This is an optimization exercise on Yosys and OpenROAD, whose aim is small area, a short achievable clock period and few clock cycles, not a production implementation.
Function was checked by simulation only, so behaviour that the tests miss may differ from the original.

--- design.v ---
package scu_pkg;
   localparam int WORD_BITS = 48;
   localparam int FRAC_BITS = 16;
   localparam int INT_BITS  = WORD_BITS - FRAC_BITS;
   localparam int PROD_BITS = 2 * WORD_BITS;
   localparam int MUL_DIGIT     = 16;
   localparam int MUL_STEPS     = (WORD_BITS + MUL_DIGIT - 1) / MUL_DIGIT;
   localparam int MUL_CNT_BITS  = $clog2(MUL_STEPS);
   localparam int PP_BITS       = WORD_BITS + MUL_DIGIT;
   localparam int NUM_BITS      = WORD_BITS + FRAC_BITS;
   localparam int DIV_CNT_BITS  = $clog2(NUM_BITS);
   typedef logic [WORD_BITS-1:0] word_type;
   typedef logic [PROD_BITS-1:0] prod_type;
   typedef logic [NUM_BITS-1:0]  num_type;
   typedef logic [INT_BITS-1:0]  int_type;
   localparam word_type MAX_POS  = {1'b0, {(WORD_BITS-1){1'b1}}};
   localparam word_type MIN_NEG  = {1'b1, {(WORD_BITS-1){1'b0}}};
   localparam word_type ONE      = word_type'(1) << FRAC_BITS;
   localparam int_type  FACT_LIM = int_type'(MAX_POS >> FRAC_BITS);
   typedef enum logic [2:0] {
      OP_ADD  = 3'd0,
      OP_SUB  = 3'd1,
      OP_MUL  = 3'd2,
      OP_DIV  = 3'd3,
      OP_FACT = 3'd4,
      OP_POW  = 3'd5
   } op_type;
   typedef enum logic [1:0] {
      STAT_OK      = 2'd0,
      STAT_DIV0    = 2'd1,
      STAT_UNKNOWN = 2'd2,
      STAT_SAT     = 2'd3
   } status_type;
   typedef enum logic [2:0] {
      S_IDLE,
      S_DECODE,
      S_MUL_WAIT,
      S_DIV_WAIT,
      S_FACT_WAIT,
      S_POW_NEXT,
      S_POW_WAIT,
      S_FINISH
   } state_type;
   typedef struct packed {
      logic [2:0]                  kind;
      logic signed [WORD_BITS-1:0] operand_a;
      logic signed [WORD_BITS-1:0] operand_b;
   } req_type;
   typedef struct packed {
      logic signed [WORD_BITS-1:0] result_value;
      logic [1:0]                  status;
   } rsp_type;
   typedef struct packed {
      word_type value;
      logic     sat;
   } pack_type;
endpackage
module scu_mul (
   input  logic     clock,
   input  logic     reset,
   input  logic     start,
   input  scu_pkg::word_type x,
   input  scu_pkg::word_type y,
   output logic     done,
   output scu_pkg::prod_type prod
);
   localparam logic [scu_pkg::MUL_CNT_BITS-1:0] LAST = scu_pkg::MUL_CNT_BITS'(scu_pkg::MUL_STEPS - 1);
   logic                    busy_ff, busy_in;
   logic [scu_pkg::MUL_CNT_BITS-1:0] cnt_ff, cnt_in;
   scu_pkg::word_type                x_ff, x_in;
   scu_pkg::word_type                y_ff, y_in;
   logic [scu_pkg::PP_BITS-1:0]      pp_ff, pp_in;
   logic                    pp_vld_ff, pp_vld_in;
   logic [scu_pkg::MUL_CNT_BITS-1:0] pp_idx_ff, pp_idx_in;
   scu_pkg::prod_type                acc_ff, acc_in;
   logic                    done_ff, done_in;
   always_comb begin
      busy_in   = busy_ff;
      cnt_in    = cnt_ff;
      x_in      = x_ff;
      y_in      = y_ff;
      pp_in     = scu_pkg::PP_BITS'(x_ff) * scu_pkg::PP_BITS'(y_ff[scu_pkg::MUL_DIGIT-1:0]);
      pp_vld_in = busy_ff;
      pp_idx_in = cnt_ff;
      acc_in    = acc_ff;
      done_in   = 1'b0;
      if (pp_vld_ff) begin
         acc_in  = acc_ff + (scu_pkg::prod_type'(pp_ff) << (scu_pkg::MUL_DIGIT * pp_idx_ff));
         done_in = (pp_idx_ff == LAST);
      end
      if (busy_ff) begin
         y_in   = y_ff >> scu_pkg::MUL_DIGIT;
         cnt_in = cnt_ff + 1'b1;
         if (cnt_ff == LAST) begin
            busy_in = 1'b0;
         end
      end
      if (start) begin
         busy_in   = 1'b1;
         cnt_in    = '0;
         x_in      = x;
         y_in      = y;
         acc_in    = '0;
         pp_vld_in = 1'b0;
         done_in   = 1'b0;
      end
   end
   always_ff @(posedge clock) begin
      if (reset) begin
         busy_ff   <= 1'b0;
         pp_vld_ff <= 1'b0;
         done_ff   <= 1'b0;
      end else begin
         busy_ff   <= busy_in;
         pp_vld_ff <= pp_vld_in;
         done_ff   <= done_in;
      end
   end
   always_ff @(posedge clock) begin
      cnt_ff    <= cnt_in;
      x_ff      <= x_in;
      y_ff      <= y_in;
      pp_ff     <= pp_in;
      pp_idx_ff <= pp_idx_in;
      acc_ff    <= acc_in;
   end
   assign done = done_ff;
   assign prod = acc_ff;
endmodule
module scu_div (
   input  logic     clock,
   input  logic     reset,
   input  logic     start,
   input  scu_pkg::num_type  num,
   input  scu_pkg::word_type den,
   output logic     done,
   output scu_pkg::num_type  quot
);
   localparam logic [scu_pkg::DIV_CNT_BITS-1:0] LAST = scu_pkg::DIV_CNT_BITS'(scu_pkg::NUM_BITS - 1);
   logic                    busy_ff, busy_in;
   logic [scu_pkg::DIV_CNT_BITS-1:0] cnt_ff, cnt_in;
   scu_pkg::num_type                 num_ff, num_in;
   scu_pkg::word_type                rem_ff, rem_in;
   scu_pkg::word_type                den_ff, den_in;
   logic                    done_ff, done_in;
   logic [scu_pkg::WORD_BITS:0]      trial;
   logic [scu_pkg::WORD_BITS:0]      diff;
   always_comb begin
      busy_in = busy_ff;
      cnt_in  = cnt_ff;
      num_in  = num_ff;
      rem_in  = rem_ff;
      den_in  = den_ff;
      done_in = 1'b0;
      trial   = {rem_ff, num_ff[scu_pkg::NUM_BITS-1]};
      diff    = trial - {1'b0, den_ff};
      if (busy_ff) begin
         if (!diff[scu_pkg::WORD_BITS]) begin
            rem_in = diff[scu_pkg::WORD_BITS-1:0];
            num_in = {num_ff[scu_pkg::NUM_BITS-2:0], 1'b1};
         end else begin
            rem_in = trial[scu_pkg::WORD_BITS-1:0];
            num_in = {num_ff[scu_pkg::NUM_BITS-2:0], 1'b0};
         end
         cnt_in = cnt_ff + 1'b1;
         if (cnt_ff == LAST) begin
            busy_in = 1'b0;
            done_in = 1'b1;
         end
      end
      if (start) begin
         busy_in = 1'b1;
         cnt_in  = '0;
         num_in  = num;
         rem_in  = '0;
         den_in  = den;
         done_in = 1'b0;
      end
   end
   always_ff @(posedge clock) begin
      if (reset) begin
         busy_ff <= 1'b0;
         done_ff <= 1'b0;
      end else begin
         busy_ff <= busy_in;
         done_ff <= done_in;
      end
   end
   always_ff @(posedge clock) begin
      cnt_ff <= cnt_in;
      num_ff <= num_in;
      rem_ff <= rem_in;
      den_ff <= den_in;
   end
   assign done = done_ff;
   assign quot = num_ff;
endmodule
module scalar_calculator_alu (
   input  logic    clock,
   input  logic    reset,
   input  logic    req_valid,
   output logic    req_stall,
   input  scu_pkg::req_type req_data,
   output logic    rsp_valid,
   input  logic    rsp_stall,
   output scu_pkg::rsp_type rsp_data
);
   localparam int QW = scu_pkg::PROD_BITS - scu_pkg::FRAC_BITS;
   function automatic scu_pkg::word_type mag(input scu_pkg::word_type v);
      mag = v[scu_pkg::WORD_BITS-1] ? (~v + 1'b1) : v;
   endfunction
   function automatic scu_pkg::pack_type mul_pack(input scu_pkg::prod_type p, input logic neg);
      logic [QW-1:0] q;
      logic [QW-1:0] lim;
      logic          rnd;
      scu_pkg::pack_type      r;
      q   = p[scu_pkg::PROD_BITS-1:scu_pkg::FRAC_BITS];
      rnd = neg && (p[scu_pkg::FRAC_BITS-1:0] != '0);
      lim = {{(QW-scu_pkg::WORD_BITS){1'b0}}, (neg ? scu_pkg::MIN_NEG : scu_pkg::MAX_POS)};
      r.sat = rnd ? (q >= lim) : (q > lim);
      if (r.sat) begin
         r.value = neg ? scu_pkg::MIN_NEG : scu_pkg::MAX_POS;
      end else if (neg) begin
         r.value = ~q[scu_pkg::WORD_BITS-1:0] + {{(scu_pkg::WORD_BITS-1){1'b0}}, ~rnd};
      end else begin
         r.value = q[scu_pkg::WORD_BITS-1:0];
      end
      mul_pack = r;
   endfunction
   function automatic scu_pkg::pack_type div_pack(input scu_pkg::num_type q, input logic neg);
      scu_pkg::num_type  lim;
      scu_pkg::pack_type r;
      lim   = {{(scu_pkg::NUM_BITS-scu_pkg::WORD_BITS){1'b0}}, (neg ? scu_pkg::MIN_NEG : scu_pkg::MAX_POS)};
      r.sat = q > lim;
      if (r.sat) begin
         r.value = neg ? scu_pkg::MIN_NEG : scu_pkg::MAX_POS;
      end else if (neg) begin
         r.value = ~q[scu_pkg::WORD_BITS-1:0] + 1'b1;
      end else begin
         r.value = q[scu_pkg::WORD_BITS-1:0];
      end
      div_pack = r;
   endfunction
   scu_pkg::state_type  state_ff, state_in;
   logic [2:0] op_ff, op_in;
   scu_pkg::word_type   a_ff, a_in;
   scu_pkg::word_type   b_ff, b_in;
   scu_pkg::word_type   res_ff, res_in;
   scu_pkg::status_type stat_ff, stat_in;
   logic       sign_ff, sign_in;
   scu_pkg::int_type    n_ff, n_in;
   scu_pkg::int_type    k_ff, k_in;
   scu_pkg::int_type    i_ff, i_in;
   scu_pkg::word_type   prev1_ff, prev1_in;
   scu_pkg::word_type   prev2_ff, prev2_in;
   logic       have2_ff, have2_in;
   logic       rsp_valid_ff, rsp_valid_in;
   scu_pkg::rsp_type    rsp_data_ff, rsp_data_in;
   logic       mul_start, mul_done;
   scu_pkg::word_type   mul_x, mul_y;
   scu_pkg::prod_type   mul_prod;
   logic       div_start, div_done;
   scu_pkg::num_type    div_num, div_quot;
   scu_pkg::word_type   div_den;
   scu_pkg::word_type   sum, dif;
   scu_pkg::pack_type   mpk, dpk;
   scu_pkg::int_type    k_next;
   logic       req_take;
   scu_mul u_mul (
      .clock (clock),
      .reset (reset),
      .start (mul_start),
      .x     (mul_x),
      .y     (mul_y),
      .done  (mul_done),
      .prod  (mul_prod)
   );
   scu_div u_div (
      .clock (clock),
      .reset (reset),
      .start (div_start),
      .num   (div_num),
      .den   (div_den),
      .done  (div_done),
      .quot  (div_quot)
   );
   assign req_stall = (state_ff != scu_pkg::S_IDLE);
   assign req_take  = req_valid && !req_stall;
   assign sum    = a_ff + b_ff;
   assign dif    = a_ff - b_ff;
   assign mpk    = mul_pack(mul_prod, sign_ff);
   assign dpk    = div_pack(div_quot, sign_ff);
   assign k_next = k_ff + 1'b1;
   always_comb begin
      state_in     = state_ff;
      op_in        = op_ff;
      a_in         = a_ff;
      b_in         = b_ff;
      res_in       = res_ff;
      stat_in      = stat_ff;
      sign_in      = sign_ff;
      n_in         = n_ff;
      k_in         = k_ff;
      i_in         = i_ff;
      prev1_in     = prev1_ff;
      prev2_in     = prev2_ff;
      have2_in     = have2_ff;
      rsp_valid_in = rsp_valid_ff;
      rsp_data_in  = rsp_data_ff;
      mul_start    = 1'b0;
      mul_x        = mag(a_ff);
      mul_y        = mag(b_ff);
      div_start    = 1'b0;
      div_num      = {mag(a_ff), {scu_pkg::FRAC_BITS{1'b0}}};
      div_den      = mag(b_ff);
      if (rsp_valid_ff && !rsp_stall) begin
         rsp_valid_in = 1'b0;
      end
      case (state_ff)
         scu_pkg::S_IDLE: begin
            if (req_take) begin
               op_in    = req_data.kind;
               a_in     = scu_pkg::word_type'(req_data.operand_a);
               b_in     = scu_pkg::word_type'(req_data.operand_b);
               state_in = scu_pkg::S_DECODE;
            end
         end
         scu_pkg::S_DECODE: begin
            stat_in  = scu_pkg::STAT_OK;
            state_in = scu_pkg::S_FINISH;
            case (op_ff)
               scu_pkg::OP_ADD: begin
                  res_in = sum;
                  if (a_ff[scu_pkg::WORD_BITS-1] == b_ff[scu_pkg::WORD_BITS-1] &&
                      sum[scu_pkg::WORD_BITS-1] != a_ff[scu_pkg::WORD_BITS-1]) begin
                     res_in  = a_ff[scu_pkg::WORD_BITS-1] ? scu_pkg::MIN_NEG : scu_pkg::MAX_POS;
                     stat_in = scu_pkg::STAT_SAT;
                  end
               end
               scu_pkg::OP_SUB: begin
                  res_in = dif;
                  if (a_ff[scu_pkg::WORD_BITS-1] != b_ff[scu_pkg::WORD_BITS-1] &&
                      dif[scu_pkg::WORD_BITS-1] != a_ff[scu_pkg::WORD_BITS-1]) begin
                     res_in  = a_ff[scu_pkg::WORD_BITS-1] ? scu_pkg::MIN_NEG : scu_pkg::MAX_POS;
                     stat_in = scu_pkg::STAT_SAT;
                  end
               end
               scu_pkg::OP_MUL: begin
                  mul_start = 1'b1;
                  sign_in   = a_ff[scu_pkg::WORD_BITS-1] ^ b_ff[scu_pkg::WORD_BITS-1];
                  state_in  = scu_pkg::S_MUL_WAIT;
               end
               scu_pkg::OP_DIV: begin
                  if (b_ff == '0) begin
                     res_in  = '0;
                     stat_in = scu_pkg::STAT_DIV0;
                  end else begin
                     div_start = 1'b1;
                     sign_in   = a_ff[scu_pkg::WORD_BITS-1] ^ b_ff[scu_pkg::WORD_BITS-1];
                     state_in  = scu_pkg::S_DIV_WAIT;
                  end
               end
               scu_pkg::OP_FACT: begin
                  if (a_ff[scu_pkg::WORD_BITS-1] ||
                      a_ff[scu_pkg::WORD_BITS-1:scu_pkg::FRAC_BITS] <= scu_pkg::int_type'(1)) begin
                     res_in = scu_pkg::ONE;
                  end else begin
                     n_in      = a_ff[scu_pkg::WORD_BITS-1:scu_pkg::FRAC_BITS];
                     i_in      = scu_pkg::int_type'(2);
                     mul_start = 1'b1;
                     mul_x     = scu_pkg::word_type'(1);
                     mul_y     = scu_pkg::word_type'(2);
                     state_in  = scu_pkg::S_FACT_WAIT;
                  end
               end
               scu_pkg::OP_POW: begin
                  if (b_ff[scu_pkg::WORD_BITS-1] || b_ff[scu_pkg::WORD_BITS-1:scu_pkg::FRAC_BITS] == '0) begin
                     res_in = scu_pkg::ONE;
                  end else begin
                     n_in     = b_ff[scu_pkg::WORD_BITS-1:scu_pkg::FRAC_BITS];
                     k_in     = '0;
                     have2_in = 1'b0;
                     prev1_in = scu_pkg::ONE;
                     state_in = scu_pkg::S_POW_NEXT;
                  end
               end
               default: begin
                  res_in  = a_ff;
                  stat_in = scu_pkg::STAT_UNKNOWN;
               end
            endcase
         end
         scu_pkg::S_MUL_WAIT: begin
            if (mul_done) begin
               res_in   = mpk.value;
               stat_in  = mpk.sat ? scu_pkg::STAT_SAT : scu_pkg::STAT_OK;
               state_in = scu_pkg::S_FINISH;
            end
         end
         scu_pkg::S_DIV_WAIT: begin
            if (div_done) begin
               res_in   = dpk.value;
               stat_in  = dpk.sat ? scu_pkg::STAT_SAT : scu_pkg::STAT_OK;
               state_in = scu_pkg::S_FINISH;
            end
         end
         scu_pkg::S_FACT_WAIT: begin
            if (mul_done) begin
               if (mul_prod > scu_pkg::prod_type'(scu_pkg::FACT_LIM)) begin
                  res_in   = scu_pkg::MAX_POS;
                  stat_in  = scu_pkg::STAT_SAT;
                  state_in = scu_pkg::S_FINISH;
               end else begin
                  if (i_ff == n_ff) begin
                     res_in   = scu_pkg::word_type'(mul_prod[scu_pkg::INT_BITS-1:0]) << scu_pkg::FRAC_BITS;
                     stat_in  = scu_pkg::STAT_OK;
                     state_in = scu_pkg::S_FINISH;
                  end else begin
                     i_in      = i_ff + 1'b1;
                     mul_start = 1'b1;
                     mul_x     = scu_pkg::word_type'(mul_prod[scu_pkg::INT_BITS-1:0]);
                     mul_y     = scu_pkg::word_type'(i_ff + 1'b1);
                  end
               end
            end
         end
         scu_pkg::S_POW_NEXT: begin
            mul_start = 1'b1;
            mul_x     = mag(prev1_ff);
            mul_y     = mag(a_ff);
            sign_in   = prev1_ff[scu_pkg::WORD_BITS-1] ^ a_ff[scu_pkg::WORD_BITS-1];
            state_in  = scu_pkg::S_POW_WAIT;
         end
         scu_pkg::S_POW_WAIT: begin
            if (mul_done) begin
               k_in    = k_next;
               stat_in = scu_pkg::STAT_OK;
               if (mpk.sat) begin
                  res_in   = mpk.value;
                  stat_in  = scu_pkg::STAT_SAT;
                  state_in = scu_pkg::S_FINISH;
               end else if (have2_ff && mpk.value == prev2_ff) begin
                  res_in   = (n_ff[0] ^ k_next[0]) ? prev1_ff : mpk.value;
                  state_in = scu_pkg::S_FINISH;
               end else begin
                  prev2_in = prev1_ff;
                  prev1_in = mpk.value;
                  have2_in = 1'b1;
                  if (k_next == n_ff) begin
                     res_in   = mpk.value;
                     state_in = scu_pkg::S_FINISH;
                  end else begin
                     state_in = scu_pkg::S_POW_NEXT;
                  end
               end
            end
         end
         scu_pkg::S_FINISH: begin
            if (!rsp_valid_ff || !rsp_stall) begin
               rsp_valid_in             = 1'b1;
               rsp_data_in.result_value = res_ff;
               rsp_data_in.status       = stat_ff;
               state_in                 = scu_pkg::S_IDLE;
            end
         end
         default: begin
            state_in = scu_pkg::S_IDLE;
         end
      endcase
   end
   always_ff @(posedge clock) begin
      if (reset) begin
         state_ff     <= scu_pkg::S_IDLE;
         rsp_valid_ff <= 1'b0;
      end else begin
         state_ff     <= state_in;
         rsp_valid_ff <= rsp_valid_in;
      end
   end
   always_ff @(posedge clock) begin
      op_ff       <= op_in;
      a_ff        <= a_in;
      b_ff        <= b_in;
      res_ff      <= res_in;
      stat_ff     <= stat_in;
      sign_ff     <= sign_in;
      n_ff        <= n_in;
      k_ff        <= k_in;
      i_ff        <= i_in;
      prev1_ff    <= prev1_in;
      prev2_ff    <= prev2_in;
      have2_ff    <= have2_in;
      rsp_data_ff <= rsp_data_in;
   end
   assign rsp_valid = rsp_valid_ff;
   assign rsp_data  = rsp_data_ff;
endmodule
module scu_top (
   input  logic                 clock,
   input  logic                 reset,
   input  logic                 req_valid,
   output logic                 req_stall,
   input  logic [2:0]           req_kind,
   input  logic [scu_pkg::WORD_BITS-1:0] req_a,
   input  logic [scu_pkg::WORD_BITS-1:0] req_b,
   output logic                 rsp_valid,
   input  logic                 rsp_stall,
   output logic [scu_pkg::WORD_BITS-1:0] rsp_value,
   output logic [1:0]           rsp_status
);
   scu_pkg::req_type req_data;
   scu_pkg::rsp_type rsp_data;
   assign req_data.kind      = req_kind;
   assign req_data.operand_a = req_a;
   assign req_data.operand_b = req_b;
   scalar_calculator_alu u_alu (
      .clock     (clock),
      .reset     (reset),
      .req_valid (req_valid),
      .req_stall (req_stall),
      .req_data  (req_data),
      .rsp_valid (rsp_valid),
      .rsp_stall (rsp_stall),
      .rsp_data  (rsp_data)
   );
   assign rsp_value  = rsp_data.result_value;
   assign rsp_status = rsp_data.status;
endmodule
--- run.sh ---
#!/bin/bash
# synth_recipe.tcl (not shown) runs the flow's synth.tcl, then flattens the netlist and writes it again
# the make line also repeats each setting of config.mk as NAME=value (left out here)
make -C /OpenROAD-flow-scripts/flow DESIGN_CONFIG=/design/flow/config.mk WORK_HOME=/design/flow/orfs CLKGATE_MAP_FILE= SYNTH_SCRIPT=/design/flow/synth_recipe.tcl finish
--- config.mk ---
export PLATFORM = sky130hd
export DESIGN_NAME = scu_top
export DESIGN_NICKNAME = scu_top
export VERILOG_FILES = /design/flow/design.v
export SDC_FILE = /design/flow/constraint.sdc
export NUM_CORES = 4
export LEC_CHECK = 0
export CAP_MARGIN = 35
export CORE_MARGIN = 2
export CORE_UTILIZATION = 40
export SLEW_MARGIN = 25
--- constraint.sdc ---
create_clock -name core_clock -period 10.0 [get_ports {clock}]
set_input_delay 2.0000 -clock core_clock [delete_from_list [all_inputs] [get_ports {clock}]]
set_output_delay 2.0000 -clock core_clock [all_outputs]
set_load 0.01 [all_outputs]
==> run_results.csv <==
group,metric,value,unit
status,outcome,"no timing/DRC/antenna violations",
sta,fmaxAchievable,0.110,GHz
critical_path,worstPathMaxFanout,31,
sta,rsz0062_at_grt,"false",
floorplanning,io_pins,155,
cts,cts_root_buf,"clkbuf_16",
sta,slew_viol_final,0,
sta,max-slew-margin-rel,0.249,
sta,min_period,9.10,ns
critical_path,start_kind,"register",
synthesis,synth.avg_cell_area,8.84,µm²
synthesis,synth_fp_nets,10500,
cts,cts_buffers,98,
synthesis,synthesis.area,81600,µm²
final_layout,drive_gt1_frac,0.0575,
drt,wl,350,mm
drt,vias,73200,
drt,viasPerCell,6.12,
final_layout,fin_cells,12000,
sta,finClkSkew,0.0774,ns
critical_path,r2r_setup_slack,0.90,ns
grt,grt_max_degree,106,
sta,worstMarginPinSlew,1.12,ns
cts,clockBufferDepth,3,
synthesis,synth_edf_count,585,
sta,setup_viol,0,
floorplanning,std_cell_rows,165,
drt,drc_errors,0,
final_layout,final_cell_mix,"nand2_1 (980), inv_1 (914), nor2_1 (698)",
sta,setup_tns,0,ns
critical_path,worstPathArrival,9.74,ns
floorplanning,die-area,208000,µm²
drt,routedWlPerCell,29.3,µm
synthesis,yosysSeqAreaShare,0.275,
sta,post-route-period-util,0.910,
floorplanning,start_util,0.403,
cts,hold_buffers,0,
cts,ctsResizeCount,0,
cts,cts_setup_buffers,0,
final_layout,final_common_cell,"nand2_1",
critical_path,required,10.64,ns
synthesis,synthArstFlopShare,0,
cts,cts.sinks,828,
drt,ant_nets,0,
critical_path,crit_type,"reg2reg",
drt,detail_route.iter0.violations,9666,
synthesis,yosysWarningCount,3,
final_layout,syn_to_final_growth,10.4,%
hold_path,hp-start,"u_alu.u_mul.cnt_ff[1]$_SDFFE_PN0P_",
sta,hold_violations,0,
critical_path,worstReg2RegEnd,"u_alu.u_mul.pp_ff[61]$_DFF_P_",
synthesis,synthCells,9237,
job,cap_violations,0,
cts,cts_max_level,3,
floorplanning,core,203000,µm²
critical_path,crit-reg2reg-launch,"u_alu.u_mul.y_ff[1]$_DFFE_PP_",
drt,first_pass_iters,8,
grt,grt-ovfl-total,0,
grt,grt_pass1_wl,499,mm
place,place_congestion,1.09,
synthesis,synth_ff_type,"edfxtp_1",
synthesis,synth.ff_latch_count,828,
grt,first_global_vias,69200,
critical_path,end_kind,"register",
hold_path,hold_path.class,"reg2reg",
place,dp_cells,11700,
place,dp_hpwl,275,mm
critical_path,r2r_cells,25,
floorplanning,die_w,456,µm
final_layout,fin_nets,10400,
cts,clk_pin_slew,0.06,ns
synthesis,ys_types,93,
hold_path,min_path_cells,0,
hold_path,hold_end,"u_alu.u_mul.pp_idx_ff[1]$_DFF_P_",
grt,grt_usage,0.329,
cts,insertion_delay,0.78,ns
place,portBuffers,154,
cts,cts_tree,"built",
floorplanning,die_h,456,µm
grt,antenna_found_initial,43,
-- cells in the mapped netlist (all sizes together), types with 168 or more instances --
cell type	number	share of area
dfxtp	243	0.060
and2	323	0.025
mux2i	168	0.021
inv	917	0.042
ha	479	0.073
a21o	192	0.018
nand2	983	0.045
fa	647	0.16
a21oi	565	0.035
nor2	704	0.032
o21ai	546	0.033
nand3	189	0.012
xnor2	344	0.037
edfxtp	585	0.22
clkbuf	474	0.022
xor2	254	0.027
-- critical path, stage by stage, from the launching register on --
cell and delay [ns]:
edfxtp_1 0.80, buf_4 0.49, nand2_1 0.12, fa_1 0.53, fa_1 0.43, fa_1 0.53
inv_1 0.05, fa_1 0.46, fa_1 0.58, inv_1 0.07, fa_1 0.53, inv_1 0.04
ha_1 0.39, o21ai_0 0.13, nand2b_1 0.12, inv_1 0.06, o31ai_1 0.81, nand4_1 0.28
a31oi_1 0.52, a41oi_1 0.23, a41oi_1 0.78, a21oi_1 0.30, o21ai_0 0.30, a31o_2 0.19
a21oi_1 0.08, xnor2_1 0.13
-- how the worst max path moves through the flow --
| stage | startpoint | to | slack (ns) |
|---|---|---|---|
| 5_1_grt | u_alu.u_mul.y_ff[1]$_DFFE_PP_ | u_alu.u_mul.pp_ff[61]$_DFF_P_ | 0.69 |
| 3_3_place_gp | u_alu.u_mul.y_ff[1]$_DFFE_PP_ | u_alu.u_mul.pp_ff[61]$_DFF_P_ | 1.26 |
| 2_1_floorplan | u_alu.sign_ff$_DFFE_PP_ | u_alu.res_ff[0]$_DFFE_PP_ | 0.93 |
| 3_5_place_dp | u_alu.u_mul.y_ff[1]$_DFFE_PP_ | u_alu.u_mul.pp_ff[61]$_DFF_P_ | 1.16 |
| 4_1_cts | u_alu.u_mul.y_ff[1]$_DFFE_PP_ | u_alu.u_mul.pp_ff[61]$_DFF_P_ | 1.18 |
| 6_report | u_alu.u_mul.y_ff[1]$_DFFE_PP_ | u_alu.u_mul.pp_ff[61]$_DFF_P_ | 0.90 |
-- metrics by stage --
stage	hold WS, ns	setup slack, ns	cell area, µm²	util
3_5_place_dp	0.355	1.16	86300	0.426
4_1_cts	0.363	1.18	89700	0.443
5_1_grt	0.376	0.692	90100	0.445
6_report	0.365	0.902	90200	0.445
3_3_place_gp	0.354	1.26	85700	0.423
2_1_floorplan	0.355	0.930	81600	-
-- registers in the layout (all words and copies together), names as in the netlist, 48 cells and up --
name	cells
u_alu.u_mul.acc_ff	96
u_alu.u_div.num_ff	64
u_alu.u_mul.pp_ff	64
u_alu.rsp_data_ff	50
u_alu.a_ff	48
u_alu.b_ff	48
u_alu.prev1_ff	48
u_alu.prev2_ff	48
u_alu.res_ff	48
u_alu.u_div.den_ff	48
u_alu.u_div.rem_ff	48
u_alu.u_mul.x_ff	48
u_alu.u_mul.y_ff	48
-- area by class of cell --
cell class | count | area, µm²
multi-input cells | 6960 | 54100
flip-flops and latches | 828 | 22400
diodes | 14 | 35.0
fillers | 19700 | 112000
repair buffers | 373 | 3360
clock inverters | 68 | 806
clock buffers | 116 | 2620
inverters | 922 | 3470
well taps | 2672 | 3340
-- metal layers --
| metal | track usage | up-vias | routed length, µm |
|---|---|---|---|
| met1 | 0.465 | 36500 | 150000 |
| met3 | 0.115 | 680 | 45100 |
| met5 | 0.00597 | - | 248 |
| met4 | 0.140 | 14 | 16800 |
| met2 | 0.448 | 4145 | 138000 |
| li1 | - | 31900 | - |
-- kinds of logic (layout without fill, tap and decap cells) --
kind of cell,Yosys count,after routing,synth area share
buffers and inverters,1449,1479,0.0671
flip-flops,828,828,0.275
XOR/XNOR,600,600,0.0647
adder cells (fa/ha/maj),1126,1126,0.232
other,0,14,0
AND/OR/NAND/NOR,2944,2944,0.173
AO/OA/AOI/OAI,2100,2100,0.165
multiplexers,190,190,0.0237
Testbench counts, summed over its fixed seeds: cycles 60,086.

-- separate check: timing with driven ports --
In the flow no input, the clock included, has a driving cell. The finished layout below was timed again as built, in two steps.
Step 1: set_driving_cell puts a clkbuf_16 on clock and a buf_2 on each other input, an assumption about the parent block.
Step 2, shift: input delay + t, output delay - t, t = (earliest + latest rising clock arrival at the registers) / 2. This alone moves slack from input paths to output paths.
Three values: ideal, step 1, step 2; two values: the first two.
t (ns): 0.843
setup slack, ns: 0.902 / 0.902 / 0.902
worst setup path after step 2: register to register
After both steps setup and hold are still met in this run. The setup slack of this run moves by 0.000 ns with the drivers and by 0.000 ns with both steps.
